This design comes from an exercise in tuning for small area, a short achievable clock period and few clock cycles per item on the open sky130 flow, not from production work.
No functional check of the RTL was part of this run.

==> flow/config.mk <==
export PLATFORM = sky130hd
export DESIGN_NAME = yuv2rgb_top
export DESIGN_NICKNAME = yuv2rgb_top
export VERILOG_FILES = /design/flow/design.v
export SDC_FILE = /design/flow/constraint.sdc
export NUM_CORES = 4
export LEC_CHECK = 0
export CAP_MARGIN = 20
export CORE_MARGIN = 2
export CORE_UTILIZATION = 40
export SLEW_MARGIN = 20
==> flow/constraint.sdc <==
create_clock -name core_clock -period 11.0 [get_ports {CLOCK_50_I}]
set_input_delay 2.2000 -clock core_clock [delete_from_list [all_inputs] [get_ports {CLOCK_50_I}]]
set_output_delay 2.2000 -clock core_clock [all_outputs]
set_load 0.01 [all_outputs]
==> flow/design.v <==
module yuv2rgb_top #(
	parameter int img_width = 320,
	parameter int img_height = 240
) (
	input logic CLOCK_50_I,
	input logic Resetn,
	input logic start,
	input logic [15:0] read_data,
	output logic [15:0] write_data,
	output logic [17:0] address,
	output logic write_en_n,
	output logic done
);
	localparam int macros_per_row = img_width / 4;
	localparam int n_pairs = img_width * img_height / 2;
	localparam logic [17:0] u_base = 18'(img_width * img_height / 2);
	localparam logic [17:0] v_base = 18'(img_width * img_height * 3 / 4);
	localparam logic [16:0] rgb_first = 17'(146944 - 131072);
	localparam logic [15:0] y_end = 16'(n_pairs / 2 + 1);
	localparam logic [17:0] u_base2 = u_base + 18'd2;
	localparam logic [17:0] v_base2 = v_base + 18'd2;
	localparam logic [6:0] col_idle = 7'(macros_per_row - 2);
	function automatic logic [31:0] inc(input logic [31:0] a);
		logic c;
		c = 1'b1;
		for (int i = 0; i < 32; i++) begin
			inc[i] = a[i] ^ c;
			c = c & a[i];
		end
	endfunction
	function automatic logic [17:0] add18(input logic [17:0] a, input logic [17:0] b);
		logic c;
		c = 1'b0;
		for (int i = 0; i < 18; i++) begin
			add18[i] = a[i] ^ b[i] ^ c;
			c = (a[i] & b[i]) | (a[i] & c) | (b[i] & c);
		end
	endfunction
	logic active;
	logic [3:0] ph;
	logic [15:0] mc;
	logic [6:0] col;
	logic wr_ok;
	logic [16:0] rgb;
	logic finish;
	logic wr_ok_n;
	logic wr_issue;
	logic [17:0] c_addr;
	assign finish = active && (ph == 4'd5) && (mc == y_end);
	assign wr_ok_n = wr_ok || ((ph == 4'd5) && (col == 7'd0));
	assign wr_issue = active && !finish && wr_ok_n && ((ph == 4'd1) || (ph == 4'd3)
		|| (ph == 4'd4) || (ph == 4'd5) || (ph == 4'd7) || (ph == 4'd8));
	assign c_addr = add18(((ph == 4'd0) ? v_base2 : u_base2), {{2{mc[15]}}, mc});
	always_ff @(posedge CLOCK_50_I or negedge Resetn) begin
		if (!Resetn) begin
			active <= 1'b0;
			ph <= 4'd9;
			done <= 1'b0;
			write_en_n <= 1'b1;
		end else begin
			done <= finish;
			write_en_n <= !wr_issue;
			if (!active) begin
				if (start) begin
					active <= 1'b1;
					ph <= 4'd0;
				end else begin
					ph <= 4'd9;
				end
			end else if (finish) begin
				active <= 1'b0;
				ph <= 4'd9;
			end else begin
				ph <= (ph == 4'd9) ? 4'd0 : ph + 4'd1;
			end
		end
	end
	always_ff @(posedge CLOCK_50_I) begin
		if (!active || finish) begin
			mc <= 16'hfffe;
			col <= col_idle;
			wr_ok <= 1'b0;
			rgb <= rgb_first;
		end else begin
			wr_ok <= wr_ok_n;
			if (ph == 4'd2) begin
				mc <= 16'(inc(32'(mc)));
			end
			if (ph == 4'd7) begin
				col <= (col == 7'(macros_per_row - 1)) ? 7'd0 : 7'(inc(32'(col)));
			end
			if (wr_issue) begin
				rgb <= 17'(inc(32'(rgb)));
			end
		end
		case (ph)
			4'd2: address <= {1'b0, mc, 1'b1};
			4'd6: address <= {1'b0, mc, 1'b0};
			4'd9, 4'd0: address <= c_addr;
			default: address <= {1'b1, rgb};
		endcase
	end
	logic [7:0] cw [0:11];
	logic [7:0] us, vs;
	logic n_allc, n_a, n_b;
	logic vsel;
	logic cl_l0, cl_l1, cl_r7, cl_r8, cl_r9;
	assign n_allc = (ph == 4'd9) || (ph == 4'd0) || (ph == 4'd3) || (ph == 4'd4);
	assign n_a = (ph == 4'd1) || (ph == 4'd2);
	assign n_b = (ph == 4'd5) || (ph == 4'd6);
	always_ff @(posedge CLOCK_50_I) begin
		if ((ph == 4'd2) || (ph == 4'd3) || (ph == 4'd6) || (ph == 4'd7)) begin
			for (int k = 0; k < 11; k++) begin
				cw[k] <= cw[k + 1];
			end
			case (ph)
				4'd6: cw[11] <= us;
				4'd7: cw[11] <= vs;
				default: cw[11] <= read_data[15:8];
			endcase
		end
		if (ph == 4'd2) begin
			us <= read_data[7:0];
		end
		if (ph == 4'd3) begin
			vs <= read_data[7:0];
		end
		vsel <= (ph == 4'd0) || (ph == 4'd4);
		cl_l0 <= n_allc || (n_a && (col == 7'd0));
		cl_l1 <= n_b && (col == 7'd0);
		cl_r7 <= n_b && (col == 7'(macros_per_row - 2));
		cl_r8 <= n_a && (col == 7'(macros_per_row - 1));
		cl_r9 <= n_allc || (n_b && (col == 7'(macros_per_row - 1)));
	end
	logic [7:0] e0, e1, e2, e3, e4, e5;
	logic [7:0] t0, t1, t3, t4, t5;
	logic [9:0] tap_a;
	logic [8:0] tap_c;
	logic [9:0] tap_d, tap_e;
	logic [10:0] tap_f;
	logic [16:0] f_ra, f_rb, f_sum;
	logic [8:0] fir_out;
	assign e0 = cw[0];
	assign e1 = cw[2];
	assign e2 = vsel ? cw[5] : cw[4];
	assign e3 = cw[6];
	assign e4 = cw[8];
	assign e5 = cw[10];
	assign t0 = cl_l0 ? e2 : (cl_l1 ? e1 : e0);
	assign t1 = cl_l0 ? e2 : e1;
	assign t3 = cl_r9 ? e2 : e3;
	assign t4 = cl_r9 ? e2 : (cl_r8 ? e3 : e4);
	assign t5 = cl_r9 ? e2 : (cl_r8 ? e3 : (cl_r7 ? e4 : e5));
	always_ff @(posedge CLOCK_50_I) begin
		tap_a <= {2'b0, t0} + {2'b0, t5} + 10'd129;
		tap_c <= {1'b0, e2} + {1'b0, t3};
		tap_d <= {2'b0, t0} + {2'b0, t5} - {2'b0, t1} - {2'b0, t4};
		tap_e <= {2'b0, t0} + {2'b0, t5} + {2'b0, t1} + {2'b0, t4};
		tap_f <= {2'b0, e2, 1'b0} + {2'b0, t3, 1'b0} - {3'b0, t1} - {3'b0, t4};
	end
	logic hf_s0, hf_c1, hf_s2, hf_c3, hf_s4, hf_c5, hf_s6, hf_c7, hf_s8, hf_c9, hf_s10, hf_c11, hf_s12, hf_c13, hf_s14, hf_c15, hf_s16, hf_c17, hf_s18, hf_c19, hf_s20, hf_c21, hf_s22, hf_c23, hf_s24, hf_c25, hf_s26, hf_c27, hf_s28, hf_c29, hf_s30, hf_c31, hf_s32, hf_c33, hf_s34, hf_c35, hf_s36, hf_c37, hf_s38, hf_c39, hf_s40, hf_c41, hf_s42, hf_c43, hf_s44, hf_c45, hf_s46, hf_c47, hf_s48, hf_c49, hf_s50, hf_c51, hf_s52, hf_c53, hf_s54, hf_c55, hf_s56, hf_c57, hf_s58, hf_c59, hf_s60, hf_c61, hf_s62, hf_c63, hf_s64, hf_c65, hf_s66, hf_c67, hf_s68, hf_c69, hf_s70, hf_c71, hf_s72, hf_c73, hf_s74, hf_c75, hf_s76, hf_c77;
	assign {hf_c1, hf_s0} = {1'b0, tap_a[5]} + {1'b0, tap_d[3]};
	assign {hf_c3, hf_s2} = {1'b0, tap_a[6]} + {1'b0, tap_d[4]} + {1'b0, tap_e[2]};
	assign {hf_c5, hf_s4} = {1'b0, tap_f[0]} + {1'b0, ~tap_c[6]};
	assign {hf_c7, hf_s6} = {1'b0, tap_a[7]} + {1'b0, tap_d[5]} + {1'b0, tap_e[3]};
	assign {hf_c9, hf_s8} = {1'b0, tap_f[1]} + {1'b0, ~tap_c[7]} + {1'b0, tap_c[2]};
	assign {hf_c11, hf_s10} = {1'b0, tap_a[8]} + {1'b0, tap_d[6]} + {1'b0, tap_e[4]};
	assign {hf_c13, hf_s12} = {1'b0, tap_f[2]} + {1'b0, ~tap_c[8]} + {1'b0, tap_c[3]};
	assign {hf_c15, hf_s14} = {1'b0, tap_a[9]} + {1'b0, tap_d[7]} + {1'b0, tap_e[5]};
	assign hf_s16 = ~(tap_f[3] ^ tap_c[4]);
	assign hf_c17 = tap_f[3] | tap_c[4];
	assign {hf_c19, hf_s18} = {1'b0, tap_d[8]} + {1'b0, tap_e[6]} + {1'b0, tap_f[4]};
	assign hf_s20 = ~tap_c[5];
	assign hf_c21 = tap_c[5];
	assign {hf_c23, hf_s22} = {1'b0, ~tap_d[9]} + {1'b0, tap_e[7]} + {1'b0, tap_f[5]};
	assign {hf_c25, hf_s24} = {1'b0, tap_e[8]} + {1'b0, tap_f[6]};
	assign {hf_c27, hf_s26} = {1'b0, tap_e[9]} + {1'b0, tap_f[7]};
	assign {hf_c29, hf_s28} = {1'b0, tap_a[4]} + {1'b0, tap_d[2]};
	assign {hf_c31, hf_s30} = {1'b0, tap_e[1]} + {1'b0, ~tap_c[5]} + {1'b0, tap_c[0]};
	assign {hf_c33, hf_s32} = {1'b0, tap_c[1]} + {1'b0, hf_c1} + {1'b0, hf_s4};
	assign {hf_c35, hf_s34} = {1'b0, hf_c5} + {1'b0, hf_c3} + {1'b0, hf_s6};
	assign {hf_c37, hf_s36} = {1'b0, hf_c7} + {1'b0, hf_c9} + {1'b0, hf_s10};
	assign {hf_c39, hf_s38} = {1'b0, hf_c11} + {1'b0, hf_c13} + {1'b0, hf_s14};
	assign {hf_c41, hf_s40} = {1'b0, hf_s20} + {1'b0, hf_c15} + {1'b0, hf_c17};
	assign {hf_c43, hf_s42} = {1'b0, tap_c[6]} + {1'b0, hf_c21} + {1'b0, hf_c19};
	assign hf_s44 = ~(tap_c[7] ^ hf_s24);
	assign hf_c45 = tap_c[7] | hf_s24;
	assign hf_s46 = ~(tap_c[8] ^ hf_c25);
	assign hf_c47 = tap_c[8] | hf_c25;
	assign hf_s48 = ~tap_f[8];
	assign hf_c49 = tap_f[8];
	assign {hf_c51, hf_s50} = {1'b0, tap_a[2]} + {1'b0, tap_d[0]};
	assign {hf_c53, hf_s52} = {1'b0, tap_a[3]} + {1'b0, tap_d[1]} + {1'b0, ~tap_c[3]};
	assign {hf_c55, hf_s54} = {1'b0, tap_e[0]} + {1'b0, ~tap_c[4]} + {1'b0, hf_s28};
	assign {hf_c57, hf_s56} = {1'b0, hf_c29} + {1'b0, hf_s0} + {1'b0, hf_s30};
	assign {hf_c59, hf_s58} = {1'b0, hf_c31} + {1'b0, hf_s2} + {1'b0, hf_s32};
	assign {hf_c61, hf_s60} = {1'b0, hf_s8} + {1'b0, hf_c33} + {1'b0, hf_s34};
	assign {hf_c63, hf_s62} = {1'b0, hf_s12} + {1'b0, hf_c35} + {1'b0, hf_s36};
	assign {hf_c65, hf_s64} = {1'b0, hf_s16} + {1'b0, hf_c37} + {1'b0, hf_s38};
	assign {hf_c67, hf_s66} = {1'b0, hf_s18} + {1'b0, hf_c39} + {1'b0, hf_s40};
	assign {hf_c69, hf_s68} = {1'b0, hf_s22} + {1'b0, hf_c41} + {1'b0, hf_s42};
	assign {hf_c71, hf_s70} = {1'b0, hf_c23} + {1'b0, hf_s44} + {1'b0, hf_c43};
	assign {hf_c73, hf_s72} = {1'b0, hf_s26} + {1'b0, hf_c45} + {1'b0, hf_s46};
	assign {hf_c75, hf_s74} = {1'b0, hf_s48} + {1'b0, hf_c27} + {1'b0, hf_c47};
	assign {hf_c77, hf_s76} = {1'b0, tap_f[9]} + {1'b0, hf_c49};
	assign f_ra = {hf_c77, hf_c75, hf_c73, hf_c71, hf_c69, hf_c67, hf_c65, hf_c63, hf_c61, hf_c59, hf_c57, hf_c55, hf_c53, hf_c51, hf_s50, tap_a[1], tap_a[0]};
	assign f_rb = {~tap_f[10], hf_s76, hf_s74, hf_s72, hf_s70, hf_s68, hf_s66, hf_s64, hf_s62, hf_s60, hf_s58, hf_s56, hf_s54, hf_s52, ~tap_c[2], ~tap_c[1], ~tap_c[0]};
	assign f_sum = f_ra + f_rb;
	assign fir_out = f_sum[16:8];
	logic [15:0] yreg;
	logic [7:0] l_in;
	logic [23:0] l_ra, l_rb;
	logic [23:0] l_reg;
	logic [8:0] pu_p, pu_n, pv_p, pv_n;
	logic [26:0] sr_ra, sr_rb, sg_ra, sg_rb, sb_ra, sb_rb;
	logic [16:0] lo_r, lo_g, lo_b;
	logic [10:0] mr_a, mr_b, mg_a, mg_b, mb_a, mb_b;
	logic mr_c, mg_c, mb_c;
	logic [11:0] hr, hg, hb;
	logic [7:0] pix_r, pix_g, pix_b;
	logic [7:0] save_b;
	function automatic logic [7:0] clip8(input logic [10:0] s);
		if (s[10]) begin
			clip8 = 8'd0;
		end else if (s[9:8] != 2'd0) begin
			clip8 = 8'd255;
		end else begin
			clip8 = s[7:0];
		end
	endfunction
	assign l_in = yreg[15:8];
	logic hl_s0, hl_c1, hl_s2, hl_c3, hl_s4, hl_c5, hl_s6, hl_c7, hl_s8, hl_c9, hl_s10, hl_c11, hl_s12, hl_c13, hl_s14, hl_c15, hl_s16, hl_c17, hl_s18, hl_c19, hl_s20, hl_c21, hl_s22, hl_c23, hl_s24, hl_c25, hl_s26, hl_c27, hl_s28, hl_c29, hl_s30, hl_c31, hl_s32, hl_c33, hl_s34, hl_c35, hl_s36, hl_c37, hl_s38, hl_c39;
	assign {hl_c1, hl_s0} = {1'b0, l_in[7]} + {1'b0, l_in[5]};
	assign {hl_c3, hl_s2} = {1'b0, l_in[5]} + {1'b0, l_in[3]};
	assign {hl_c5, hl_s4} = {1'b0, l_in[6]} + {1'b0, l_in[4]};
	assign hl_s6 = ~(l_in[3] ^ l_in[0]);
	assign hl_c7 = l_in[3] | l_in[0];
	assign {hl_c9, hl_s8} = {1'b0, l_in[6]} + {1'b0, l_in[4]} + {1'b0, l_in[1]};
	assign {hl_c11, hl_s10} = {1'b0, l_in[7]} + {1'b0, l_in[5]} + {1'b0, l_in[2]};
	assign {hl_c13, hl_s12} = {1'b0, l_in[6]} + {1'b0, l_in[3]};
	assign {hl_c15, hl_s14} = {1'b0, l_in[2]} + {1'b0, l_in[0]};
	assign hl_s16 = ~(l_in[3] ^ l_in[1]);
	assign hl_c17 = l_in[3] | l_in[1];
	assign {hl_c19, hl_s18} = {1'b0, l_in[4]} + {1'b0, l_in[2]} + {1'b0, l_in[0]};
	assign hl_s20 = ~(l_in[1] ^ hl_s2);
	assign hl_c21 = l_in[1] | hl_s2;
	assign {hl_c23, hl_s22} = {1'b0, l_in[2]} + {1'b0, hl_c3} + {1'b0, hl_s4};
	assign {hl_c25, hl_s24} = {1'b0, hl_c5} + {1'b0, hl_s0} + {1'b0, hl_s6};
	assign {hl_c27, hl_s26} = {1'b0, hl_c1} + {1'b0, hl_c7} + {1'b0, hl_s8};
	assign hl_s28 = ~(hl_c9 ^ hl_s10);
	assign hl_c29 = hl_c9 | hl_s10;
	assign hl_s30 = ~(hl_s12 ^ hl_c11);
	assign hl_c31 = hl_s12 | hl_c11;
	assign {hl_c33, hl_s32} = {1'b0, l_in[7]} + {1'b0, l_in[4]} + {1'b0, hl_c13};
	assign hl_s34 = ~l_in[5];
	assign hl_c35 = l_in[5];
	assign hl_s36 = ~l_in[6];
	assign hl_c37 = l_in[6];
	assign hl_s38 = ~l_in[7];
	assign hl_c39 = l_in[7];
	assign l_ra = {1'b1, hl_c39, hl_c37, hl_c35, hl_c33, hl_c31, hl_c29, hl_c27, hl_c25, hl_c23, hl_c21, hl_c19, hl_c17, hl_c15, hl_s14, l_in[1], ~l_in[7], ~l_in[6], ~l_in[5], ~l_in[4], ~l_in[3], ~l_in[2], ~l_in[1], ~l_in[0]};
	assign l_rb = {1'b0, 1'b1, hl_s38, hl_s36, hl_s34, hl_s32, hl_s30, hl_s28, hl_s26, hl_s24, hl_s22, hl_s20, hl_s18, hl_s16, 1'b1, 1'b1, l_in[0], 1'b0, 1'b0, 1'b1, 1'b0, 1'b0, 1'b0, 1'b1};
	logic hr_s0, hr_c1, hr_s2, hr_c3, hr_s4, hr_c5, hr_s6, hr_c7, hr_s8, hr_c9, hr_s10, hr_c11, hr_s12, hr_c13, hr_s14, hr_c15, hr_s16, hr_c17, hr_s18, hr_c19, hr_s20, hr_c21, hr_s22, hr_c23, hr_s24, hr_c25, hr_s26, hr_c27, hr_s28, hr_c29, hr_s30, hr_c31, hr_s32, hr_c33, hr_s34, hr_c35, hr_s36, hr_c37, hr_s38, hr_c39, hr_s40, hr_c41, hr_s42, hr_c43, hr_s44, hr_c45, hr_s46, hr_c47, hr_s48, hr_c49, hr_s50, hr_c51, hr_s52, hr_c53, hr_s54, hr_c55, hr_s56, hr_c57, hr_s58, hr_c59, hr_s60, hr_c61, hr_s62, hr_c63, hr_s64, hr_c65, hr_s66, hr_c67, hr_s68, hr_c69, hr_s70, hr_c71, hr_s72, hr_c73, hr_s74, hr_c75, hr_s76, hr_c77, hr_s78, hr_c79, hr_s80, hr_c81, hr_s82, hr_c83, hr_s84, hr_c85, hr_s86, hr_c87, hr_s88, hr_c89, hr_s90, hr_c91, hr_s92, hr_c93, hr_s94, hr_c95, hr_s96, hr_c97, hr_s98, hr_c99, hr_s100, hr_c101, hr_s102, hr_c103, hr_s104, hr_c105, hr_s106, hr_c107, hr_s108, hr_c109, hr_s110, hr_c111, hr_s112, hr_c113, hr_s114, hr_c115, hr_s116, hr_c117, hr_s118, hr_c119, hr_s120, hr_c121, hr_s122, hr_c123, hr_s124, hr_c125, hr_s126, hr_c127, hr_s128, hr_c129, hr_s130, hr_c131, hr_s132, hr_c133, hr_s134, hr_c135, hr_s136, hr_c137, hr_s138, hr_c139;
	assign {hr_c1, hr_s0} = {1'b0, l_reg[5]} + {1'b0, pv_n[7]};
	assign {hr_c3, hr_s2} = {1'b0, l_reg[6]} + {1'b0, pv_p[8]} + {1'b0, pv_p[6]};
	assign {hr_c5, hr_s4} = {1'b0, pv_p[4]} + {1'b0, pv_p[1]};
	assign {hr_c7, hr_s6} = {1'b0, l_reg[7]} + {1'b0, pv_p[7]} + {1'b0, pv_p[5]};
	assign hr_s8 = pv_n[2];
	assign hr_c9 = pv_p[2];
	assign {hr_c11, hr_s10} = {1'b0, l_reg[8]} + {1'b0, pv_n[8]} + {1'b0, pv_p[6]};
	assign {hr_c13, hr_s12} = {1'b0, l_reg[9]} + {1'b0, pv_p[7]};
	assign {hr_c15, hr_s14} = {1'b0, l_reg[10]} + {1'b0, pv_n[8]} + {1'b0, pv_p[5]};
	assign {hr_c17, hr_s16} = {1'b0, l_reg[11]} + {1'b0, pv_p[6]} + {1'b0, pv_n[2]};
	assign {hr_c19, hr_s18} = {1'b0, l_reg[12]} + {1'b0, pv_p[7]} + {1'b0, pv_n[3]};
	assign {hr_c21, hr_s20} = {1'b0, l_reg[13]} + {1'b0, pv_n[8]} + {1'b0, pv_n[4]};
	assign {hr_c23, hr_s22} = {1'b0, pv_p[2]} + {1'b0, pv_n[0]};
	assign {hr_c25, hr_s24} = {1'b0, l_reg[14]} + {1'b0, pv_n[5]} + {1'b0, pv_p[3]};
	assign hr_s26 = ~pv_n[1];
	assign hr_c27 = pv_n[1];
	assign {hr_c29, hr_s28} = {1'b0, l_reg[15]} + {1'b0, pv_n[6]} + {1'b0, pv_p[4]};
	assign hr_s30 = ~(pv_n[2] ^ pv_p[0]);
	assign hr_c31 = pv_n[2] | pv_p[0];
	assign {hr_c33, hr_s32} = {1'b0, l_reg[16]} + {1'b0, pv_n[7]} + {1'b0, pv_p[5]};
	assign hr_s34 = ~(pv_n[3] ^ pv_p[1]);
	assign hr_c35 = pv_n[3] | pv_p[1];
	assign {hr_c37, hr_s36} = {1'b0, l_reg[17]} + {1'b0, pv_p[8]} + {1'b0, pv_p[6]};
	assign {hr_c39, hr_s38} = {1'b0, pv_n[4]} + {1'b0, pv_p[2]};
	assign {hr_c41, hr_s40} = {1'b0, l_reg[18]} + {1'b0, pv_p[7]} + {1'b0, pv_n[5]};
	assign hr_s42 = pv_n[3];
	assign hr_c43 = pv_p[3];
	assign {hr_c45, hr_s44} = {1'b0, l_reg[19]} + {1'b0, pv_n[8]} + {1'b0, pv_n[6]};
	assign {hr_c47, hr_s46} = {1'b0, l_reg[20]} + {1'b0, pv_n[7]};
	assign {hr_c49, hr_s48} = {1'b0, l_reg[2]} + {1'b0, pv_n[4]};
	assign {hr_c51, hr_s50} = {1'b0, l_reg[3]} + {1'b0, pv_n[5]} + {1'b0, pv_p[3]};
	assign {hr_c53, hr_s52} = {1'b0, l_reg[4]} + {1'b0, pv_n[6]} + {1'b0, pv_p[4]};
	assign {hr_c55, hr_s54} = {1'b0, pv_p[5]} + {1'b0, pv_p[3]} + {1'b0, pv_p[0]};
	assign hr_s56 = ~(hr_c1 ^ hr_s4);
	assign hr_c57 = hr_c1 | hr_s4;
	assign {hr_c59, hr_s58} = {1'b0, hr_c5} + {1'b0, hr_s8} + {1'b0, hr_c3};
	assign {hr_c61, hr_s60} = {1'b0, pv_p[3]} + {1'b0, hr_c9} + {1'b0, hr_c7};
	assign {hr_c63, hr_s62} = {1'b0, pv_p[4]} + {1'b0, pv_n[0]} + {1'b0, hr_s12};
	assign hr_s64 = ~(pv_n[1] ^ hr_c13);
	assign hr_c65 = pv_n[1] | hr_c13;
	assign hr_s66 = ~(pv_p[0] ^ hr_c15);
	assign hr_c67 = pv_p[0] | hr_c15;
	assign hr_s68 = ~(pv_p[1] ^ hr_c17);
	assign hr_c69 = pv_p[1] | hr_c17;
	assign hr_s70 = ~(hr_s22 ^ hr_c19);
	assign hr_c71 = hr_s22 | hr_c19;
	assign {hr_c73, hr_s72} = {1'b0, hr_c23} + {1'b0, hr_s26} + {1'b0, hr_c21};
	assign {hr_c75, hr_s74} = {1'b0, hr_c27} + {1'b0, hr_c25} + {1'b0, hr_s28};
	assign {hr_c77, hr_s76} = {1'b0, hr_c29} + {1'b0, hr_c31} + {1'b0, hr_s32};
	assign {hr_c79, hr_s78} = {1'b0, hr_s38} + {1'b0, hr_c33} + {1'b0, hr_c35};
	assign {hr_c81, hr_s80} = {1'b0, hr_c39} + {1'b0, hr_s42} + {1'b0, hr_c37};
	assign {hr_c83, hr_s82} = {1'b0, pv_p[4]} + {1'b0, hr_c43} + {1'b0, hr_c41};
	assign hr_s84 = ~(pv_p[5] ^ hr_s46);
	assign hr_c85 = pv_p[5] | hr_s46;
	assign {hr_c87, hr_s86} = {1'b0, l_reg[21]} + {1'b0, pv_p[8]} + {1'b0, pv_p[6]};
	assign {hr_c89, hr_s88} = {1'b0, l_reg[22]} + {1'b0, pv_p[7]};
	assign {hr_c91, hr_s90} = {1'b0, ~l_reg[23]} + {1'b0, pv_n[8]};
	assign {hr_c93, hr_s92} = {1'b0, l_reg[0]} + {1'b0, pv_n[2]};
	assign {hr_c95, hr_s94} = {1'b0, l_reg[1]} + {1'b0, pv_n[3]} + {1'b0, pv_p[1]};
	assign {hr_c97, hr_s96} = {1'b0, pv_p[2]} + {1'b0, pv_p[0]} + {1'b0, hr_s48};
	assign {hr_c99, hr_s98} = {1'b0, pv_p[1]} + {1'b0, hr_c49} + {1'b0, hr_s50};
	assign {hr_c101, hr_s100} = {1'b0, pv_p[2]} + {1'b0, hr_c51} + {1'b0, hr_s52};
	assign {hr_c103, hr_s102} = {1'b0, hr_s0} + {1'b0, hr_c53} + {1'b0, hr_s54};
	assign {hr_c105, hr_s104} = {1'b0, hr_c55} + {1'b0, hr_s2} + {1'b0, hr_s56};
	assign {hr_c107, hr_s106} = {1'b0, hr_s6} + {1'b0, hr_c57} + {1'b0, hr_s58};
	assign {hr_c109, hr_s108} = {1'b0, hr_s10} + {1'b0, hr_c59} + {1'b0, hr_s60};
	assign {hr_c111, hr_s110} = {1'b0, hr_c11} + {1'b0, hr_s62} + {1'b0, hr_c61};
	assign {hr_c113, hr_s112} = {1'b0, hr_s14} + {1'b0, hr_c63} + {1'b0, hr_s64};
	assign {hr_c115, hr_s114} = {1'b0, hr_s16} + {1'b0, hr_c65} + {1'b0, hr_s66};
	assign {hr_c117, hr_s116} = {1'b0, hr_s18} + {1'b0, hr_c67} + {1'b0, hr_s68};
	assign {hr_c119, hr_s118} = {1'b0, hr_s20} + {1'b0, hr_c69} + {1'b0, hr_s70};
	assign {hr_c121, hr_s120} = {1'b0, hr_s24} + {1'b0, hr_c71} + {1'b0, hr_s72};
	assign {hr_c123, hr_s122} = {1'b0, hr_s30} + {1'b0, hr_c73} + {1'b0, hr_s74};
	assign {hr_c125, hr_s124} = {1'b0, hr_s34} + {1'b0, hr_c75} + {1'b0, hr_s76};
	assign {hr_c127, hr_s126} = {1'b0, hr_s36} + {1'b0, hr_c77} + {1'b0, hr_s78};
	assign {hr_c129, hr_s128} = {1'b0, hr_s40} + {1'b0, hr_c79} + {1'b0, hr_s80};
	assign {hr_c131, hr_s130} = {1'b0, hr_s44} + {1'b0, hr_c81} + {1'b0, hr_s82};
	assign {hr_c133, hr_s132} = {1'b0, hr_c45} + {1'b0, hr_s84} + {1'b0, hr_c83};
	assign {hr_c135, hr_s134} = {1'b0, hr_c47} + {1'b0, hr_s86} + {1'b0, hr_c85};
	assign hr_s136 = ~(hr_s88 ^ hr_c87);
	assign hr_c137 = hr_s88 | hr_c87;
	assign hr_s138 = ~(hr_c89 ^ hr_s90);
	assign hr_c139 = hr_c89 | hr_s90;
	assign sr_ra = {hr_c139, hr_c137, hr_c135, hr_c133, hr_c131, hr_c129, hr_c127, hr_c125, hr_c123, hr_c121, hr_c119, hr_c117, hr_c115, hr_c113, hr_c111, hr_c109, hr_c107, hr_c105, hr_c103, hr_c101, hr_c99, hr_c97, hr_c95, hr_c93, hr_s92, pv_n[1], pv_n[0]};
	assign sr_rb = {hr_c91, hr_s138, hr_s136, hr_s134, hr_s132, hr_s130, hr_s128, hr_s126, hr_s124, hr_s122, hr_s120, hr_s118, hr_s116, hr_s114, hr_s112, hr_s110, hr_s108, hr_s106, hr_s104, hr_s102, hr_s100, hr_s98, hr_s96, hr_s94, pv_p[0], 1'b0, 1'b1};
	logic hg_s0, hg_c1, hg_s2, hg_c3, hg_s4, hg_c5, hg_s6, hg_c7, hg_s8, hg_c9, hg_s10, hg_c11, hg_s12, hg_c13, hg_s14, hg_c15, hg_s16, hg_c17, hg_s18, hg_c19, hg_s20, hg_c21, hg_s22, hg_c23, hg_s24, hg_c25, hg_s26, hg_c27, hg_s28, hg_c29, hg_s30, hg_c31, hg_s32, hg_c33, hg_s34, hg_c35, hg_s36, hg_c37, hg_s38, hg_c39, hg_s40, hg_c41, hg_s42, hg_c43, hg_s44, hg_c45, hg_s46, hg_c47, hg_s48, hg_c49, hg_s50, hg_c51, hg_s52, hg_c53, hg_s54, hg_c55, hg_s56, hg_c57, hg_s58, hg_c59, hg_s60, hg_c61, hg_s62, hg_c63, hg_s64, hg_c65, hg_s66, hg_c67, hg_s68, hg_c69, hg_s70, hg_c71, hg_s72, hg_c73, hg_s74, hg_c75, hg_s76, hg_c77, hg_s78, hg_c79, hg_s80, hg_c81, hg_s82, hg_c83, hg_s84, hg_c85, hg_s86, hg_c87, hg_s88, hg_c89, hg_s90, hg_c91, hg_s92, hg_c93, hg_s94, hg_c95, hg_s96, hg_c97, hg_s98, hg_c99, hg_s100, hg_c101, hg_s102, hg_c103, hg_s104, hg_c105, hg_s106, hg_c107, hg_s108, hg_c109, hg_s110, hg_c111, hg_s112, hg_c113, hg_s114, hg_c115, hg_s116, hg_c117, hg_s118, hg_c119, hg_s120, hg_c121, hg_s122, hg_c123, hg_s124, hg_c125, hg_s126, hg_c127, hg_s128, hg_c129, hg_s130, hg_c131, hg_s132, hg_c133, hg_s134, hg_c135, hg_s136, hg_c137, hg_s138, hg_c139, hg_s140, hg_c141, hg_s142, hg_c143, hg_s144, hg_c145, hg_s146, hg_c147, hg_s148, hg_c149, hg_s150, hg_c151, hg_s152, hg_c153, hg_s154, hg_c155, hg_s156, hg_c157, hg_s158, hg_c159, hg_s160, hg_c161, hg_s162, hg_c163;
	assign {hg_c1, hg_s0} = {1'b0, l_reg[14]} + {1'b0, pu_n[6]} + {1'b0, pu_p[3]};
	assign {hg_c3, hg_s2} = {1'b0, l_reg[15]} + {1'b0, pu_n[7]} + {1'b0, pu_p[4]};
	assign {hg_c5, hg_s4} = {1'b0, l_reg[16]} + {1'b0, pu_p[8]} + {1'b0, pu_p[5]};
	assign {hg_c7, hg_s6} = {1'b0, pu_n[3]} + {1'b0, pv_n[6]};
	assign {hg_c9, hg_s8} = {1'b0, l_reg[17]} + {1'b0, pu_p[6]} + {1'b0, pu_n[4]};
	assign {hg_c11, hg_s10} = {1'b0, pv_n[7]} + {1'b0, pv_p[5]};
	assign {hg_c13, hg_s12} = {1'b0, l_reg[18]} + {1'b0, pu_p[7]} + {1'b0, pu_n[5]};
	assign {hg_c15, hg_s14} = {1'b0, l_reg[3]} + {1'b0, pu_p[2]};
	assign {hg_c17, hg_s16} = {1'b0, l_reg[4]} + {1'b0, pu_p[3]} + {1'b0, pu_n[1]};
	assign {hg_c19, hg_s18} = {1'b0, pv_n[6]} + {1'b0, pv_n[1]};
	assign {hg_c21, hg_s20} = {1'b0, l_reg[5]} + {1'b0, pu_p[4]} + {1'b0, pu_n[2]};
	assign {hg_c23, hg_s22} = {1'b0, pv_n[7]} + {1'b0, pv_n[2]};
	assign {hg_c25, hg_s24} = {1'b0, l_reg[6]} + {1'b0, pu_p[5]} + {1'b0, pu_n[3]};
	assign hg_s26 = ~(pv_p[8] ^ pv_n[3]);
	assign hg_c27 = pv_p[8] | pv_n[3];
	assign {hg_c29, hg_s28} = {1'b0, l_reg[7]} + {1'b0, pu_p[6]} + {1'b0, pu_n[4]};
	assign hg_s30 = ~pv_n[4];
	assign hg_c31 = pv_n[4];
	assign {hg_c33, hg_s32} = {1'b0, l_reg[8]} + {1'b0, pu_p[7]} + {1'b0, pu_n[5]};
	assign {hg_c35, hg_s34} = {1'b0, pu_n[0]} + {1'b0, pv_n[5]};
	assign {hg_c37, hg_s36} = {1'b0, l_reg[9]} + {1'b0, pu_n[8]} + {1'b0, pu_n[6]};
	assign hg_s38 = ~(pu_n[1] ^ pv_n[6]);
	assign hg_c39 = pu_n[1] | pv_n[6];
	assign {hg_c41, hg_s40} = {1'b0, l_reg[10]} + {1'b0, pu_n[7]} + {1'b0, pu_n[2]};
	assign {hg_c43, hg_s42} = {1'b0, pv_n[7]} + {1'b0, pv_n[0]};
	assign {hg_c45, hg_s44} = {1'b0, l_reg[11]} + {1'b0, pu_p[8]} + {1'b0, pu_n[3]};
	assign {hg_c47, hg_s46} = {1'b0, pu_p[0]} + {1'b0, pv_p[8]} + {1'b0, pv_n[1]};
	assign {hg_c49, hg_s48} = {1'b0, l_reg[12]} + {1'b0, pu_n[4]} + {1'b0, pu_p[1]};
	assign hg_s50 = ~(pv_n[2] ^ pv_p[0]);
	assign hg_c51 = pv_n[2] | pv_p[0];
	assign {hg_c53, hg_s52} = {1'b0, l_reg[13]} + {1'b0, pu_n[5]} + {1'b0, pu_p[2]};
	assign {hg_c55, hg_s54} = {1'b0, pu_n[0]} + {1'b0, pv_n[3]} + {1'b0, pv_p[1]};
	assign {hg_c57, hg_s56} = {1'b0, pu_n[1]} + {1'b0, pv_n[4]} + {1'b0, pv_p[2]};
	assign hg_s58 = ~(pv_n[0] ^ hg_s0);
	assign hg_c59 = pv_n[0] | hg_s0;
	assign {hg_c61, hg_s60} = {1'b0, pu_n[2]} + {1'b0, pv_n[5]} + {1'b0, pv_p[3]};
	assign {hg_c63, hg_s62} = {1'b0, pv_n[1]} + {1'b0, hg_c1} + {1'b0, hg_s2};
	assign hg_s64 = ~(pv_p[4] ^ pv_n[2]);
	assign hg_c65 = pv_p[4] | pv_n[2];
	assign {hg_c67, hg_s66} = {1'b0, hg_s6} + {1'b0, hg_c3} + {1'b0, hg_s4};
	assign hg_s68 = ~(pv_n[3] ^ hg_c7);
	assign hg_c69 = pv_n[3] | hg_c7;
	assign {hg_c71, hg_s70} = {1'b0, hg_s10} + {1'b0, hg_c5} + {1'b0, hg_s8};
	assign {hg_c73, hg_s72} = {1'b0, pv_p[8]} + {1'b0, pv_p[6]} + {1'b0, pv_n[4]};
	assign {hg_c75, hg_s74} = {1'b0, hg_c11} + {1'b0, hg_c9} + {1'b0, hg_s12};
	assign {hg_c77, hg_s76} = {1'b0, l_reg[19]} + {1'b0, pu_n[8]} + {1'b0, pu_n[6]};
	assign {hg_c79, hg_s78} = {1'b0, pv_p[7]} + {1'b0, pv_n[5]} + {1'b0, hg_c13};
	assign {hg_c81, hg_s80} = {1'b0, l_reg[20]} + {1'b0, pu_n[7]} + {1'b0, pv_n[8]};
	assign {hg_c83, hg_s82} = {1'b0, pu_n[0]} + {1'b0, pv_n[5]};
	assign hg_s84 = ~(hg_c15 ^ hg_s18);
	assign hg_c85 = hg_c15 | hg_s18;
	assign {hg_c87, hg_s86} = {1'b0, hg_c19} + {1'b0, hg_s22} + {1'b0, hg_c17};
	assign {hg_c89, hg_s88} = {1'b0, hg_c23} + {1'b0, hg_c21} + {1'b0, hg_s24};
	assign {hg_c91, hg_s90} = {1'b0, hg_s30} + {1'b0, hg_c25} + {1'b0, hg_c27};
	assign {hg_c93, hg_s92} = {1'b0, hg_c31} + {1'b0, hg_s34} + {1'b0, hg_c29};
	assign {hg_c95, hg_s94} = {1'b0, hg_c35} + {1'b0, hg_c33} + {1'b0, hg_s36};
	assign {hg_c97, hg_s96} = {1'b0, hg_s42} + {1'b0, hg_c37} + {1'b0, hg_c39};
	assign {hg_c99, hg_s98} = {1'b0, hg_c43} + {1'b0, hg_c41} + {1'b0, hg_s44};
	assign {hg_c101, hg_s100} = {1'b0, hg_c45} + {1'b0, hg_c47} + {1'b0, hg_s48};
	assign {hg_c103, hg_s102} = {1'b0, hg_c49} + {1'b0, hg_c51} + {1'b0, hg_s52};
	assign {hg_c105, hg_s104} = {1'b0, hg_c53} + {1'b0, hg_c55} + {1'b0, hg_s56};
	assign {hg_c107, hg_s106} = {1'b0, hg_c57} + {1'b0, hg_s60} + {1'b0, hg_c59};
	assign {hg_c109, hg_s108} = {1'b0, hg_c61} + {1'b0, hg_s64} + {1'b0, hg_c63};
	assign {hg_c111, hg_s110} = {1'b0, hg_c65} + {1'b0, hg_s68} + {1'b0, hg_c67};
	assign {hg_c113, hg_s112} = {1'b0, hg_s72} + {1'b0, hg_c69} + {1'b0, hg_c71};
	assign {hg_c115, hg_s114} = {1'b0, hg_c73} + {1'b0, hg_s76} + {1'b0, hg_c75};
	assign {hg_c117, hg_s116} = {1'b0, pv_n[6]} + {1'b0, hg_c77} + {1'b0, hg_s80};
	assign {hg_c119, hg_s118} = {1'b0, l_reg[21]} + {1'b0, pu_p[8]} + {1'b0, pv_n[7]};
	assign {hg_c121, hg_s120} = {1'b0, l_reg[1]} + {1'b0, pu_p[0]};
	assign {hg_c123, hg_s122} = {1'b0, l_reg[2]} + {1'b0, pu_p[1]} + {1'b0, pv_n[4]};
	assign {hg_c125, hg_s124} = {1'b0, pv_n[0]} + {1'b0, hg_s82} + {1'b0, hg_s14};
	assign {hg_c127, hg_s126} = {1'b0, hg_c83} + {1'b0, hg_s16} + {1'b0, hg_s84};
	assign {hg_c129, hg_s128} = {1'b0, hg_s20} + {1'b0, hg_c85} + {1'b0, hg_s86};
	assign {hg_c131, hg_s130} = {1'b0, hg_s26} + {1'b0, hg_c87} + {1'b0, hg_s88};
	assign {hg_c133, hg_s132} = {1'b0, hg_s28} + {1'b0, hg_c89} + {1'b0, hg_s90};
	assign {hg_c135, hg_s134} = {1'b0, hg_s32} + {1'b0, hg_c91} + {1'b0, hg_s92};
	assign {hg_c137, hg_s136} = {1'b0, hg_s38} + {1'b0, hg_c93} + {1'b0, hg_s94};
	assign {hg_c139, hg_s138} = {1'b0, hg_s40} + {1'b0, hg_c95} + {1'b0, hg_s96};
	assign {hg_c141, hg_s140} = {1'b0, hg_s46} + {1'b0, hg_c97} + {1'b0, hg_s98};
	assign {hg_c143, hg_s142} = {1'b0, hg_s50} + {1'b0, hg_c99} + {1'b0, hg_s100};
	assign {hg_c145, hg_s144} = {1'b0, hg_s54} + {1'b0, hg_c101} + {1'b0, hg_s102};
	assign {hg_c147, hg_s146} = {1'b0, hg_c103} + {1'b0, hg_s104} + {1'b0, hg_s58};
	assign {hg_c149, hg_s148} = {1'b0, hg_c105} + {1'b0, hg_s62} + {1'b0, hg_s106};
	assign {hg_c151, hg_s150} = {1'b0, hg_s66} + {1'b0, hg_c107} + {1'b0, hg_s108};
	assign {hg_c153, hg_s152} = {1'b0, hg_s70} + {1'b0, hg_c109} + {1'b0, hg_s110};
	assign {hg_c155, hg_s154} = {1'b0, hg_s74} + {1'b0, hg_c111} + {1'b0, hg_s112};
	assign {hg_c157, hg_s156} = {1'b0, hg_s78} + {1'b0, hg_c113} + {1'b0, hg_s114};
	assign {hg_c159, hg_s158} = {1'b0, hg_s116} + {1'b0, hg_c79} + {1'b0, hg_c115};
	assign {hg_c161, hg_s160} = {1'b0, hg_s118} + {1'b0, hg_c81} + {1'b0, hg_c117};
	assign {hg_c163, hg_s162} = {1'b0, l_reg[22]} + {1'b0, pv_p[8]} + {1'b0, hg_c119};
	assign sg_ra = {1'b1, hg_c163, hg_c161, hg_c159, hg_c157, hg_c155, hg_c153, hg_c151, hg_c149, hg_c147, hg_c145, hg_c143, hg_c141, hg_c139, hg_c137, hg_c135, hg_c133, hg_c131, hg_c129, hg_c127, hg_c125, hg_c123, hg_c121, hg_s120, l_reg[0], pv_n[1], pv_n[0]};
	assign sg_rb = {1'b0, ~l_reg[23], hg_s162, hg_s160, hg_s158, hg_s156, hg_s154, hg_s152, hg_s150, hg_s148, hg_s146, hg_s144, hg_s142, hg_s140, hg_s138, hg_s136, hg_s134, hg_s132, hg_s130, hg_s128, hg_s126, hg_s124, hg_s122, pv_n[3], pv_n[2], 1'b0, 1'b1};
	logic hb_s0, hb_c1, hb_s2, hb_c3, hb_s4, hb_c5, hb_s6, hb_c7, hb_s8, hb_c9, hb_s10, hb_c11, hb_s12, hb_c13, hb_s14, hb_c15, hb_s16, hb_c17, hb_s18, hb_c19, hb_s20, hb_c21, hb_s22, hb_c23, hb_s24, hb_c25, hb_s26, hb_c27, hb_s28, hb_c29, hb_s30, hb_c31, hb_s32, hb_c33, hb_s34, hb_c35, hb_s36, hb_c37, hb_s38, hb_c39, hb_s40, hb_c41, hb_s42, hb_c43, hb_s44, hb_c45, hb_s46, hb_c47, hb_s48, hb_c49, hb_s50, hb_c51, hb_s52, hb_c53, hb_s54, hb_c55, hb_s56, hb_c57, hb_s58, hb_c59, hb_s60, hb_c61, hb_s62, hb_c63, hb_s64, hb_c65, hb_s66, hb_c67, hb_s68, hb_c69, hb_s70, hb_c71, hb_s72, hb_c73, hb_s74, hb_c75, hb_s76, hb_c77, hb_s78, hb_c79, hb_s80, hb_c81, hb_s82, hb_c83, hb_s84, hb_c85, hb_s86, hb_c87, hb_s88, hb_c89, hb_s90, hb_c91, hb_s92, hb_c93, hb_s94, hb_c95, hb_s96, hb_c97, hb_s98, hb_c99, hb_s100, hb_c101, hb_s102, hb_c103, hb_s104, hb_c105, hb_s106, hb_c107, hb_s108, hb_c109, hb_s110, hb_c111, hb_s112, hb_c113, hb_s114, hb_c115, hb_s116, hb_c117, hb_s118, hb_c119, hb_s120, hb_c121;
	assign {hb_c1, hb_s0} = {1'b0, l_reg[5]} + {1'b0, pu_n[7]};
	assign {hb_c3, hb_s2} = {1'b0, l_reg[6]} + {1'b0, pu_p[8]} + {1'b0, pu_n[6]};
	assign {hb_c5, hb_s4} = {1'b0, pu_p[3]} + {1'b0, pu_p[1]};
	assign {hb_c7, hb_s6} = {1'b0, l_reg[7]} + {1'b0, pu_n[7]} + {1'b0, pu_p[4]};
	assign hb_s8 = pu_n[2];
	assign hb_c9 = pu_p[2];
	assign {hb_c11, hb_s10} = {1'b0, l_reg[8]} + {1'b0, pu_p[8]} + {1'b0, pu_p[5]};
	assign {hb_c13, hb_s12} = {1'b0, pu_p[3]} + {1'b0, pu_p[0]};
	assign {hb_c15, hb_s14} = {1'b0, l_reg[9]} + {1'b0, pu_p[6]} + {1'b0, pu_p[4]};
	assign hb_s16 = pu_n[1];
	assign hb_c17 = pu_p[1];
	assign {hb_c19, hb_s18} = {1'b0, l_reg[10]} + {1'b0, pu_p[7]} + {1'b0, pu_p[5]};
	assign hb_s20 = pu_n[2];
	assign hb_c21 = pu_p[2];
	assign {hb_c23, hb_s22} = {1'b0, l_reg[11]} + {1'b0, pu_n[8]} + {1'b0, pu_p[6]};
	assign {hb_c25, hb_s24} = {1'b0, l_reg[12]} + {1'b0, pu_p[7]};
	assign {hb_c27, hb_s26} = {1'b0, l_reg[0]} + {1'b0, pu_n[2]};
	assign {hb_c29, hb_s28} = {1'b0, l_reg[1]} + {1'b0, pu_n[3]};
	assign {hb_c31, hb_s30} = {1'b0, l_reg[2]} + {1'b0, pu_n[4]};
	assign {hb_c33, hb_s32} = {1'b0, l_reg[3]} + {1'b0, pu_n[5]} + {1'b0, pu_n[3]};
	assign {hb_c35, hb_s34} = {1'b0, l_reg[4]} + {1'b0, pu_n[6]} + {1'b0, pu_n[4]};
	assign {hb_c37, hb_s36} = {1'b0, pu_n[5]} + {1'b0, pu_p[2]} + {1'b0, pu_p[0]};
	assign hb_s38 = ~(hb_c1 ^ hb_s4);
	assign hb_c39 = hb_c1 | hb_s4;
	assign {hb_c41, hb_s40} = {1'b0, hb_c5} + {1'b0, hb_s8} + {1'b0, hb_c3};
	assign {hb_c43, hb_s42} = {1'b0, hb_c9} + {1'b0, hb_s12} + {1'b0, hb_c7};
	assign {hb_c45, hb_s44} = {1'b0, hb_c13} + {1'b0, hb_s16} + {1'b0, hb_c11};
	assign {hb_c47, hb_s46} = {1'b0, hb_c17} + {1'b0, hb_s20} + {1'b0, hb_c15};
	assign {hb_c49, hb_s48} = {1'b0, pu_p[3]} + {1'b0, hb_c21} + {1'b0, hb_c19};
	assign hb_s50 = ~(pu_p[4] ^ hb_s24);
	assign hb_c51 = pu_p[4] | hb_s24;
	assign {hb_c53, hb_s52} = {1'b0, l_reg[13]} + {1'b0, pu_n[8]} + {1'b0, pu_p[5]};
	assign {hb_c55, hb_s54} = {1'b0, l_reg[14]} + {1'b0, pu_p[6]};
	assign {hb_c57, hb_s56} = {1'b0, l_reg[15]} + {1'b0, pu_p[7]} + {1'b0, pu_p[0]};
	assign {hb_c59, hb_s58} = {1'b0, l_reg[16]} + {1'b0, pu_n[8]};
	assign {hb_c61, hb_s60} = {1'b0, l_reg[17]} + {1'b0, pu_p[2]};
	assign {hb_c63, hb_s62} = {1'b0, l_reg[18]} + {1'b0, pu_p[3]};
	assign {hb_c65, hb_s64} = {1'b0, l_reg[19]} + {1'b0, pu_p[4]};
	assign {hb_c67, hb_s66} = {1'b0, l_reg[20]} + {1'b0, pu_p[5]};
	assign {hb_c69, hb_s68} = {1'b0, l_reg[21]} + {1'b0, pu_p[6]};
	assign {hb_c71, hb_s70} = {1'b0, l_reg[22]} + {1'b0, pu_p[7]};
	assign {hb_c73, hb_s72} = {1'b0, ~l_reg[23]} + {1'b0, pu_n[8]};
	assign hb_s74 = ~pu_n[0];
	assign hb_c75 = pu_n[0];
	assign {hb_c77, hb_s76} = {1'b0, pu_n[1]} + {1'b0, hb_c27} + {1'b0, hb_s28};
	assign {hb_c79, hb_s78} = {1'b0, pu_n[2]} + {1'b0, hb_c29} + {1'b0, hb_s30};
	assign {hb_c81, hb_s80} = {1'b0, pu_p[0]} + {1'b0, hb_c31} + {1'b0, hb_s32};
	assign {hb_c83, hb_s82} = {1'b0, pu_p[1]} + {1'b0, hb_c33} + {1'b0, hb_s34};
	assign {hb_c85, hb_s84} = {1'b0, hb_s0} + {1'b0, hb_c35} + {1'b0, hb_s36};
	assign {hb_c87, hb_s86} = {1'b0, hb_c37} + {1'b0, hb_s2} + {1'b0, hb_s38};
	assign {hb_c89, hb_s88} = {1'b0, hb_s6} + {1'b0, hb_c39} + {1'b0, hb_s40};
	assign {hb_c91, hb_s90} = {1'b0, hb_s10} + {1'b0, hb_c41} + {1'b0, hb_s42};
	assign {hb_c93, hb_s92} = {1'b0, hb_s14} + {1'b0, hb_c43} + {1'b0, hb_s44};
	assign {hb_c95, hb_s94} = {1'b0, hb_s18} + {1'b0, hb_c45} + {1'b0, hb_s46};
	assign {hb_c97, hb_s96} = {1'b0, hb_s22} + {1'b0, hb_c47} + {1'b0, hb_s48};
	assign {hb_c99, hb_s98} = {1'b0, hb_c23} + {1'b0, hb_s50} + {1'b0, hb_c49};
	assign {hb_c101, hb_s100} = {1'b0, hb_c25} + {1'b0, hb_s52} + {1'b0, hb_c51};
	assign hb_s102 = ~(hb_s54 ^ hb_c53);
	assign hb_c103 = hb_s54 | hb_c53;
	assign hb_s104 = ~(hb_c55 ^ hb_s56);
	assign hb_c105 = hb_c55 | hb_s56;
	assign {hb_c107, hb_s106} = {1'b0, pu_p[1]} + {1'b0, hb_s58} + {1'b0, hb_c57};
	assign hb_s108 = ~(hb_c59 ^ hb_s60);
	assign hb_c109 = hb_c59 | hb_s60;
	assign hb_s110 = ~(hb_c61 ^ hb_s62);
	assign hb_c111 = hb_c61 | hb_s62;
	assign hb_s112 = ~(hb_c63 ^ hb_s64);
	assign hb_c113 = hb_c63 | hb_s64;
	assign hb_s114 = ~(hb_c65 ^ hb_s66);
	assign hb_c115 = hb_c65 | hb_s66;
	assign hb_s116 = ~(hb_c67 ^ hb_s68);
	assign hb_c117 = hb_c67 | hb_s68;
	assign hb_s118 = ~(hb_c69 ^ hb_s70);
	assign hb_c119 = hb_c69 | hb_s70;
	assign hb_s120 = ~(hb_c71 ^ hb_s72);
	assign hb_c121 = hb_c71 | hb_s72;
	assign sb_ra = {hb_c121, hb_c119, hb_c117, hb_c115, hb_c113, hb_c111, hb_c109, hb_c107, hb_c105, hb_c103, hb_c101, hb_c99, hb_c97, hb_c95, hb_c93, hb_c91, hb_c89, hb_c87, hb_c85, hb_c83, hb_c81, hb_c79, hb_c77, hb_c75, hb_s74, pu_n[1], pu_n[0]};
	assign sb_rb = {hb_c73, hb_s120, hb_s118, hb_s116, hb_s114, hb_s112, hb_s110, hb_s108, hb_s106, hb_s104, hb_s102, hb_s100, hb_s98, hb_s96, hb_s94, hb_s92, hb_s90, hb_s88, hb_s86, hb_s84, hb_s82, hb_s80, hb_s78, hb_s76, hb_s26, 1'b0, 1'b1};
	assign lo_r = {1'b0, sr_ra[15:0]} + {1'b0, sr_rb[15:0]};
	assign lo_g = {1'b0, sg_ra[15:0]} + {1'b0, sg_rb[15:0]};
	assign lo_b = {1'b0, sb_ra[15:0]} + {1'b0, sb_rb[15:0]};
	assign hr = {mr_a, 1'b1} + {mr_b, mr_c};
	assign hg = {mg_a, 1'b1} + {mg_b, mg_c};
	assign hb = {mb_a, 1'b1} + {mb_b, mb_c};
	always_ff @(posedge CLOCK_50_I) begin
		if ((ph == 4'd5) || (ph == 4'd9)) begin
			yreg <= read_data;
		end else if ((ph == 4'd3) || (ph == 4'd7)) begin
			yreg[15:8] <= yreg[7:0];
		end
		l_reg <= l_ra + l_rb;
		if ((ph == 4'd1) || (ph == 4'd3) || (ph == 4'd5) || (ph == 4'd7)) begin
			pu_p <= fir_out;
			pu_n <= ~fir_out;
		end
		if ((ph == 4'd2) || (ph == 4'd4) || (ph == 4'd6) || (ph == 4'd8)) begin
			pv_p <= fir_out;
			pv_n <= ~fir_out;
		end
		mr_a <= sr_ra[26:16];
		mr_b <= sr_rb[26:16];
		mr_c <= lo_r[16];
		mg_a <= sg_ra[26:16];
		mg_b <= sg_rb[26:16];
		mg_c <= lo_g[16];
		mb_a <= sb_ra[26:16];
		mb_b <= sb_rb[26:16];
		mb_c <= lo_b[16];
		if ((ph == 4'd4) || (ph == 4'd6) || (ph == 4'd8) || (ph == 4'd1)) begin
			pix_r <= clip8(hr[11:1]);
			pix_g <= clip8(hg[11:1]);
			pix_b <= clip8(hb[11:1]);
		end
		if ((ph == 4'd6) || (ph == 4'd1)) begin
			save_b <= pix_b;
		end
		case (ph)
			4'd1, 4'd5: write_data <= {pix_r, pix_g};
			4'd3, 4'd7: write_data <= {save_b, pix_r};
			default: write_data <= {pix_g, pix_b};
		endcase
	end
endmodule
==> flow/run.sh <==
#!/bin/bash
# synth_recipe.tcl (not shown) runs the flow's synth.tcl, then flattens the netlist and writes it again
# the make line also repeats each setting of config.mk as NAME=value (left out here)
make -C /OpenROAD-flow-scripts/flow DESIGN_CONFIG=/design/flow/config.mk WORK_HOME=/design/flow/orfs CLKGATE_MAP_FILE= SYNTH_SCRIPT=/design/flow/synth_recipe.tcl finish
==> impl_metrics.env <==
export IMPL_gp_congestion=0.913
export IMPL_drt_iter0_markers=878
export IMPL_fin_nets=2990
export IMPL_slew_headroom=0.317
export IMPL_fin_hold_ws_ns=0.409
export IMPL_final_layout_size_suffix_gt1_frac=0.0493
export IMPL_ant_nets=0
export IMPL_setup_viol=0
export IMPL_ys_warn_count=2
export IMPL_fp_dieW_um=259
export IMPL_fin_area_um2=29200
export IMPL_fin_crit_ns=4.69
export IMPL_setup_worst_path_end_class="register"
export IMPL_grt_ovfl_total=0
export IMPL_crit_type="reg -> reg"
export IMPL_fmax_mhz=213
export IMPL_grt_max_degree=86
export IMPL_drv_slew=0
export IMPL_yosys_top_cells_area="edfxtp_1, dfxtp_1, fa_1"
export IMPL_final_cells=3371
export IMPL_synth_top_area_frac=0.226
export IMPL_ys_flop_type="dfxtp_1"
export IMPL_synth_fa_ha_area_frac=0.301
export IMPL_synth_distinct_cells=68
export IMPL_fin_worst_skew_ns=0.0276
export IMPL_drv_cap=0
export IMPL_vias=16300
export IMPL_worstPathCellList="mux2_2 -> o21ai_0 -> fa_1 -> fa_1 -> ha_1 -> a21oi_1 -> o21bai_1 -> a2111oi_0 -> o31ai_1 -> a21oi_1 -> xnor2_1"
export IMPL_synth_top_family_by_area="adder cells"
export IMPL_rrSetupSlack_ns=6.31
export IMPL_worst_pin_slew_ns=1.02
export IMPL_clk_pin_slew_ns=0.06
export IMPL_synth_yosys_seq_area_share=0.404
export IMPL_finalWirelength_mm=56.7
export IMPL_synth_xor_area_share=0.0330
export IMPL_synth_top_cell_by_area="edfxtp_1"
export IMPL_drt_met1_wl_mm=23.8
export IMPL_numClockSinks=425
export IMPL_syn_area_per_cell_um2=10.8
export IMPL_cts_tree="done"
export IMPL_synthMuxAreaShare=0.0234
export IMPL_layout_commonest_cell="inv_1"
export IMPL_area_delta_synth_final_pct=12.1
export IMPL_clk_latency_ns=0.61
export IMPL_wl_per_cell_um=16.8
export IMPL_antenna_found_initial=4
export IMPL_hp_class="reg -> reg"
export IMPL_placed_cells=3281
export IMPL_cts_htree_levels=2
export IMPL_grt_pass1_vias=17200
export IMPL_core_area_um2=64300
export IMPL_hold_buffers=0
export IMPL_cts_setup_buffers=0
export IMPL_drtPass1Iterations=5
export IMPL_met3_length_mm=2.00
export IMPL_port_buffers=54
export IMPL_final_cell_mix="inv_1, ha_1, dfxtp_1"
export IMPL_largest_reg_flops=96
export IMPL_rows=93
export IMPL_gr_usage_all_layers=0.175
export IMPL_syn_num_nets=2920
export IMPL_critPathRequiredTime_ns=11.52
export IMPL_cpMaxStageDelayCell="dfxtp_1"
export IMPL_cts_root_buf="clkbuf_16"
export IMPL_ys_seq_elements=425
export IMPL_cp_start_kind="register"
export IMPL_hold_violations=0
export IMPL_dr_max_layer_used="met4"
export IMPL_path_max_fanout=24
export IMPL_io_pins=55
export IMPL_synth_compound_area_frac=0.0899
export IMPL_initial_core_util=0.404
export IMPL_ctsResizeCount=0
export IMPL_status="finished clean"
export IMPL_post_route_period_util=0.427
export IMPL_arrival_ns=5.21
export IMPL_hpwl_mm=45.4
export IMPL_rsz0062_at_grt="false"
export IMPL_drc_errors=0
export IMPL_vias_per_cell=4.84
export IMPL_synth_edf_count=196
export IMPL_place_area_um2=27600
export IMPL_cpPeakStageDelay_ns=0.84
export IMPL_syn_inst=2406
export IMPL_ys_async_sr_fraction=0.0165
export IMPL_clk_path_buf_depth=3
export IMPL_syn_area_um2=26000
export IMPL_synth_simple_area_share=0.0702
export IMPL_die_h_um=259
export IMPL_numCtsBuffers=47
export IMPL_met2_length_mm=28.9
export IMPL_tns_ns=0
export IMPL_die_area_um2=67100
export IMPL_grt_first_pass_wirelength_mm=91.9
[layout make-up]
| class | count | area (µm²) |
|---|---|---|
| sequential | 425 | 10500 |
| timing repair buffer | 66 | 634 |
| antenna | 1 | 2.50 |
| multi-input combinational | 1436 | 13500 |
| tap | 855 | 1070 |
| fill | 5975 | 35200 |
| inverter | 500 | 1880 |
| clock buffer | 58 | 1270 |
| clock inverter | 30 | 305 |
[critical path: cells and delay by family (launching register included)]
family / cells / cell delay (ns)
AOI/OAI and AO/OA: 6 / 1.84
adders and majority gates: 3 / 1.40
DFF: 1 / 0.84
muxes: 1 / 0.41
xor gates and xnor gates: 1 / 0.13
[metrics by stage]
step	utilization	worst slack [ns]
floorplan	-	5.22
finish	0.453	6.31
global route	0.453	5.87
detailed placement	0.428	6.30
global placement	0.428	6.31
CTS	0.453	6.24
[synthesized netlist by cell type, types with 5 or more instances]
library cell	number
xnor2_1	64
a21oi_1	114
a21o_1	30
ha_1	277
nand3_1	38
and3_1	5
o21bai_1	11
o211ai_1	7
a211oi_1	12
xor2_1	34
nor2b_1	15
o21ai_0	116
dfxtp_1	222
inv_1	499
mux2i_1	45
or3_1	5
clkbuf_1	37
nor2_1	78
edfxtp_1	196
fa_1	218
a31o_2	6
o21a_1	29
nand2_1	190
a22oi_1	12
nor3_1	23
buf_1	5
mux2_2	14
nand4_1	10
nand2b_1	15
a221o_1	6
[layer usage]
layer,GRT usage,vias to the layer above
li1,-,8014
met2,0.317,317
met5,0,-
met1,0.213,7893
met3,0.0196,106
met4,0.0649,0
[path summary, 6_finish.rpt]
check,from,to,cells after the start
worst max register to register,cl_r8$_DFF_P_,tap_f[9]$_DFF_P_,11
min in group asynchronous,Resetn,ph[2]$_DFF_PN0_,1
worst min-delay path,cw[7][7]$_DFFE_PP_,cw[6][7]$_DFFE_PP_,0
max in group asynchronous,Resetn,ph[3]$_DFF_PN1_,1
worst max-delay path,cl_r8$_DFF_P_,tap_f[9]$_DFF_P_,11
worst min register to register,cw[7][7]$_DFFE_PP_,cw[6][7]$_DFFE_PP_,0
[kinds of logic (layout without fill, tap and decap cells)]
logic type | after synthesis | in the layout
flops | 425 | 425
xor+xnor | 98 | 98
simple gates | 404 | 404
mux | 59 | 59
compound gates | 380 | 380
other cells | 0 | 1
fa+ha+maj | 495 | 495
buf+inv | 545 | 654

==> afterwards: timing with drivers on the ports <==
The flow's constraints put no driver on any port. The routed layout listed below was extracted and timed again, unchanged, in two steps.
Step 1 (the two cells are an assumption about what drives the block):
set clk [get_ports {CLOCK_50_I}]
set_driving_cell -lib_cell sky130_fd_sc_hd__clkbuf_16 $clk
set_driving_cell -lib_cell sky130_fd_sc_hd__buf_2 [delete_from_list [all_inputs] $clk]
Step 2 also shifts input and output timing later by t, the mid clock arrival at the registers, as if the neighbouring blocks saw the same clock.
Slacks: ideal / step 1 / step 2; pairs: ideal / step 1.
t (ns): 0.647
slack for setup (ns): 6.308 / 6.308 / 6.308
hold slack, ns: 0.409 / 0.409 / 0.409
worst data-port slew with drivers (ns): 0.04
After both steps setup and hold are still met in this run. For this run, drivers alone change the setup slack by 0.000 ns; drivers and shift together by 0.000 ns.
